What follows belongs to an exercise in optimizing a design on an open flow for small area, a short achievable clock period and few clock cycles per item; a production flow would make more cautious choices. The RTL was checked by simulation tests, not by an equivalence proof against the original design. No activity file was given, so power comes from the tool's default toggle rates.

==> trial 89 <==
## weighted_random_peer_select
module weighted_random_peer_select #(
	parameter int MAX_PEERS   = wrps_pkg::DEF_MAX_PEERS,
	parameter int WEIGHT_BITS = wrps_pkg::DEF_WEIGHT_BITS
) (
	input  logic                                clk,
	input  logic                                arst_n,
	input  logic                                s_tvalid,
	output logic                                s_tready,
	input  logic [wrps_pkg::S_TDATA_BITS-1:0]   s_tdata,
	input  logic [0:0]                          s_tuser,
	output logic                                m_tvalid,
	input  logic                                m_tready,
	output logic [wrps_pkg::M_TDATA_BITS-1:0]   m_tdata,
	output logic [wrps_pkg::STATUS_BITS-1:0]    m_tuser,
	input  logic                                cfg_valid,
	output logic                                cfg_ready,
	input  logic [wrps_pkg::CFG_INDEX_BITS-1:0] cfg_index,
	input  logic [wrps_pkg::CFG_DATA_BITS-1:0]  cfg_data
);
export LEC_CHECK = 0
export CAP_MARGIN = 20
export CORE_MARGIN = 2
export CORE_UTILIZATION = 30
export CTS_CLUSTER_DIAMETER = 110
export CTS_CLUSTER_SIZE = 22
export PLACE_DENSITY = 0.45
export SLEW_MARGIN = 20
create_clock -name core_clock -period 10.0 [get_ports {clk}]
standard.sh (not shown) runs the stock make flow with config.mk's settings and CLKGATE_MAP_FILE= SYNTH_SCRIPT=/design/flow/synth_recipe.tcl, a recipe that flattens the netlist after the stock synthesis.
==> flow/flow/run.sh <==
#!/bin/bash
set -euo pipefail
bash standard.sh SETUP_SLACK_MARGIN=6.1 finish > orfs_make.log 2>&1
==> inputs of build 10, as changes to trial 89 <==
==> flow/flow/run.sh (replaced) <==
#!/bin/bash
set -euo pipefail
bash standard.sh SETUP_SLACK_MARGIN=6.3 finish > orfs_make.log 2>&1
--- a/flow/config.mk
+++ b/flow/config.mk
@@ -5,10 +5,8 @@
 export SDC_FILE = /design/flow/constraint.sdc
 export NUM_CORES = 4
 export LEC_CHECK = 0
 export CAP_MARGIN = 20
 export CORE_MARGIN = 2
 export CORE_UTILIZATION = 30
-export CTS_CLUSTER_DIAMETER = 110
-export CTS_CLUSTER_SIZE = 22
 export PLACE_DENSITY = 0.45
 export SLEW_MARGIN = 20
==> inputs of build 7, as changes to trial 89 <==
--- a/flow/design.v
+++ b/flow/design.v
@@ -66,15 +66,13 @@
 	logic       rc_clr;       
 	logic       rc_issue;
 	logic [4:0] owed_q;
 	logic       s_tready_q;
 	logic       acc_fire;
 	logic       take;
-	logic [2:0] rc_last_g;
-	assign rc_last_g = 3'((n_use - 7'd1) >> 3);
-	assign rc_issue  = rc_busy_q && rc_cnt_q <= {1'b0, rc_last_g} && !init_q;
+	assign rc_issue = rc_busy_q && !rc_cnt_q[3] && !init_q;
 	logic rc_busy_d;
 	logic rc_done;
 	always_comb begin
 		rc_busy_d = rc_busy_q;
 		if (cfg_valid)    rc_busy_d = 1'b1;
 		else if (rc_done) rc_busy_d = 1'b0;
@@ -139,13 +137,13 @@
 	logic [8:0]  c1_bone, c1_btwo, c1_bneg;    
 	logic [3:0]  c1_wh;
 	logic        c2_v, c2_op, c2_add;
 	logic [5:0]  c2_k;
 	logic [15:0] c2_w;
 	logic        c3_v, c3_op;
-	logic [6:0]  c3_ge;
+	logic [7:0]  c3_ge;
 	logic [5:0]  c3_k;
 	logic [15:0] c3_w;
 	logic        c4_v, c4_op;
 	logic [5:0]  c4_k;
 	logic [15:0] c4_w;
 	logic        own_wr_a_q;
@@ -271,41 +269,40 @@
 		y       = {maj[36:0], 1'b0};
 		s3_prod = x + y;
 	end
 	always_ff @(posedge clk or negedge arst_n) begin
 		if (!arst_n) begin
 			c3_v  <= 1'b0;
-			c3_ge <= 7'd0;
+			c3_ge <= 8'd0;
 		end else begin
 			c3_v <= c2_v;
-			for (int g = 0; g < 7; g++) c3_ge[g] <= c2_add && !cfg_valid && 3'(g) >= c2_k[5:3];
+			for (int g = 0; g < 8; g++) c3_ge[g] <= c2_add && !cfg_valid && 3'(g) >= c2_k[5:3];
 		end
 	end
 	always_ff @(posedge clk) begin
 		c3_op    <= c2_op;
 		c3_k     <= c2_k;
 		c3_w     <= c2_w;
 		c3_delta <= c2_delta;
 		c3_q     <= s3_prod[37:16];
 		c3_zero  <= c2_zero;
 	end
-	logic [6:0][21:0] pg_q;
+	logic [7:0][21:0] pg_q;
 	logic [7:0]       s4_cmp;
 	logic [7:0]       s4_h;
 	logic [21:0]      s4_prev;
 	logic [7:0]       c4_h;
 	logic [21:0]      c4_q, c4_prev;
 	logic             c4_zero;
 	always_comb begin
-		for (int g = 0; g < 7; g++) s4_cmp[g] = pg_q[g] > c3_q;
-		s4_cmp[7] = 1'b1;
+		for (int g = 0; g < 8; g++) s4_cmp[g] = pg_q[g] > c3_q;
 		s4_h    = s4_cmp & ~{s4_cmp[6:0], 1'b0};
 		s4_prev = 22'd0;
 		for (int g = 1; g < 8; g++) s4_prev = s4_prev | (s4_h[g] ? pg_q[g-1] : 22'd0);
 	end
-	for (genvar g = 0; g < 7; g++) begin : g_pg
+	for (genvar g = 0; g < 8; g++) begin : g_pg
 		always_ff @(posedge clk) begin
 			if (rc_clr)        pg_q[g] <= 22'd0;
 			else if (c3_ge[g]) pg_q[g] <= pg_q[g] + {c3_delta[20], c3_delta};
 		end
 	end
 	always_ff @(posedge clk or negedge arst_n) begin
@@ -462,13 +459,13 @@
 		c7_gs <= s7_f6;
 		c7_g  <= c6_g;
 	end
 	assign rc_inj  = c7_rc && !cfg_valid;
 	assign rc_gs   = c7_gs;
 	assign rc_g    = c7_g;
-	assign rc_done = c6_rc && c6_g == rc_last_g;
+	assign rc_done = c6_rc && c6_g == 3'd7;
 	logic [QD-1:0][7:0] q_d;
 	logic [3:0]         q_wp, q_rp;
 	logic [4:0]         q_n;
 	logic               out_v;
 	logic [7:0]         out_d;
 	logic               out_load;
==> flow/run.sh (new file) <==
#!/bin/bash
# synth_recipe.tcl (not shown) runs the flow's synth.tcl, then flattens the netlist and writes it again
# the make line also repeats each setting of config.mk as NAME=value (left out here)
make -C /OpenROAD-flow-scripts/flow DESIGN_CONFIG=/design/flow/config.mk WORK_HOME=/design/flow/orfs CLKGATE_MAP_FILE= SYNTH_SCRIPT=/design/flow/synth_recipe.tcl finish
--- a/flow/config.mk
+++ b/flow/config.mk
@@ -5,10 +5,8 @@
 export SDC_FILE = /design/flow/constraint.sdc
 export NUM_CORES = 4
 export LEC_CHECK = 0
 export CAP_MARGIN = 20
 export CORE_MARGIN = 2
 export CORE_UTILIZATION = 30
-export CTS_CLUSTER_DIAMETER = 110
-export CTS_CLUSTER_SIZE = 22
-export PLACE_DENSITY = 0.45
+export SETUP_SLACK_MARGIN = 5
 export SLEW_MARGIN = 20
removed: flow/flow/run.sh
removed: flow/standard.sh
==> inputs of trial 14, as changes to trial 89 <==
--- a/flow/design.v
+++ b/flow/design.v
@@ -66,15 +66,13 @@
 	logic       rc_clr;       
 	logic       rc_issue;
 	logic [4:0] owed_q;
 	logic       s_tready_q;
 	logic       acc_fire;
 	logic       take;
-	logic [2:0] rc_last_g;
-	assign rc_last_g = 3'((n_use - 7'd1) >> 3);
-	assign rc_issue  = rc_busy_q && rc_cnt_q <= {1'b0, rc_last_g} && !init_q;
+	assign rc_issue = rc_busy_q && !rc_cnt_q[3] && !init_q;
 	logic rc_busy_d;
 	logic rc_done;
 	always_comb begin
 		rc_busy_d = rc_busy_q;
 		if (cfg_valid)    rc_busy_d = 1'b1;
 		else if (rc_done) rc_busy_d = 1'b0;
@@ -139,13 +137,13 @@
 	logic [8:0]  c1_bone, c1_btwo, c1_bneg;    
 	logic [3:0]  c1_wh;
 	logic        c2_v, c2_op, c2_add;
 	logic [5:0]  c2_k;
 	logic [15:0] c2_w;
 	logic        c3_v, c3_op;
-	logic [6:0]  c3_ge;
+	logic [7:0]  c3_ge;
 	logic [5:0]  c3_k;
 	logic [15:0] c3_w;
 	logic        c4_v, c4_op;
 	logic [5:0]  c4_k;
 	logic [15:0] c4_w;
 	logic        own_wr_a_q;
@@ -271,41 +269,40 @@
 		y       = {maj[36:0], 1'b0};
 		s3_prod = x + y;
 	end
 	always_ff @(posedge clk or negedge arst_n) begin
 		if (!arst_n) begin
 			c3_v  <= 1'b0;
-			c3_ge <= 7'd0;
+			c3_ge <= 8'd0;
 		end else begin
 			c3_v <= c2_v;
-			for (int g = 0; g < 7; g++) c3_ge[g] <= c2_add && !cfg_valid && 3'(g) >= c2_k[5:3];
+			for (int g = 0; g < 8; g++) c3_ge[g] <= c2_add && !cfg_valid && 3'(g) >= c2_k[5:3];
 		end
 	end
 	always_ff @(posedge clk) begin
 		c3_op    <= c2_op;
 		c3_k     <= c2_k;
 		c3_w     <= c2_w;
 		c3_delta <= c2_delta;
 		c3_q     <= s3_prod[37:16];
 		c3_zero  <= c2_zero;
 	end
-	logic [6:0][21:0] pg_q;
+	logic [7:0][21:0] pg_q;
 	logic [7:0]       s4_cmp;
 	logic [7:0]       s4_h;
 	logic [21:0]      s4_prev;
 	logic [7:0]       c4_h;
 	logic [21:0]      c4_q, c4_prev;
 	logic             c4_zero;
 	always_comb begin
-		for (int g = 0; g < 7; g++) s4_cmp[g] = pg_q[g] > c3_q;
-		s4_cmp[7] = 1'b1;
+		for (int g = 0; g < 8; g++) s4_cmp[g] = pg_q[g] > c3_q;
 		s4_h    = s4_cmp & ~{s4_cmp[6:0], 1'b0};
 		s4_prev = 22'd0;
 		for (int g = 1; g < 8; g++) s4_prev = s4_prev | (s4_h[g] ? pg_q[g-1] : 22'd0);
 	end
-	for (genvar g = 0; g < 7; g++) begin : g_pg
+	for (genvar g = 0; g < 8; g++) begin : g_pg
 		always_ff @(posedge clk) begin
 			if (rc_clr)        pg_q[g] <= 22'd0;
 			else if (c3_ge[g]) pg_q[g] <= pg_q[g] + {c3_delta[20], c3_delta};
 		end
 	end
 	always_ff @(posedge clk or negedge arst_n) begin
@@ -462,13 +459,13 @@
 		c7_gs <= s7_f6;
 		c7_g  <= c6_g;
 	end
 	assign rc_inj  = c7_rc && !cfg_valid;
 	assign rc_gs   = c7_gs;
 	assign rc_g    = c7_g;
-	assign rc_done = c6_rc && c6_g == rc_last_g;
+	assign rc_done = c6_rc && c6_g == 3'd7;
 	logic [QD-1:0][7:0] q_d;
 	logic [3:0]         q_wp, q_rp;
 	logic [4:0]         q_n;
 	logic               out_v;
 	logic [7:0]         out_d;
 	logic               out_load;
==> flow/flow/run.sh (replaced) <==
#!/bin/bash
set -euo pipefail
bash standard.sh SETUP_SLACK_MARGIN=6.3 finish > orfs_make.log 2>&1
--- a/flow/config.mk
+++ b/flow/config.mk
@@ -5,10 +5,8 @@
 export SDC_FILE = /design/flow/constraint.sdc
 export NUM_CORES = 4
 export LEC_CHECK = 0
 export CAP_MARGIN = 20
 export CORE_MARGIN = 2
 export CORE_UTILIZATION = 30
-export CTS_CLUSTER_DIAMETER = 110
-export CTS_CLUSTER_SIZE = 22
 export PLACE_DENSITY = 0.45
 export SLEW_MARGIN = 20
==> comparison <==
Worst hold slack, lowest first: build 7, build 10, trial 14, trial 89. Of trial 89 and build 7, build 7 has the higher cell count (gap 0.94%, measured against build 7). Against trial 14, the first-iteration DRC count of trial 89 is smaller by 0.96%. In synthesized cell count, trial 89 and build 10 do not differ. Of build 10 and build 7, build 7 has the higher die area (gap 0.78%, measured against build 7). Maximum frequency: build 7 is lower than trial 89 (18%). Sequential share of layout area: build 10 < trial 14 < build 7 < trial 89. Total power: build 7 is lower than build 10 (10%).
Testbench counts of trial 89, summed over its fixed seeds: cycles 3,852, items 3,712.
Testbench counts of build 10, summed over its fixed seeds: cycles 3,852, items 3,712.
Testbench counts of build 7, summed over its fixed seeds: cycles 3,864, items 3,712.
Testbench counts of trial 14, summed over its fixed seeds: cycles 3,864, items 3,712.

-- re-timing with driven ports --
The flow's constraints put no driver on any port. The routed layouts listed below were extracted and timed again, unchanged, in two steps. Step 1, drivers: a clkbuf_16 drives clk and a buf_2 each remaining input, both assumed. Step 2, shift: input delay + t, output delay - t, t = (earliest + latest rising clock arrival at the registers) / 2. This alone moves slack from input paths to output paths. Slacks: ideal / step 1 / step 2; pairs: ideal / step 1.
run | shift t [ns] | setup slack, ns | cell pins on the clock port's net
trial 89 | 1.046 | 5.813 / 5.813 / 5.176 | 1
build 10 | 1.071 | 5.934 / 5.934 / 5.414 | 1
build 7 | 1.039 | 4.887 / 4.887 / 4.834 | 1
trial 14 | 1.029 | 6.179 / 6.179 / 5.432 | 1
After both steps every run listed still meets setup and hold. The setup slack of trial 14, which loses most, moves by 0.000 ns with the drivers and by -0.747 ns with both steps.
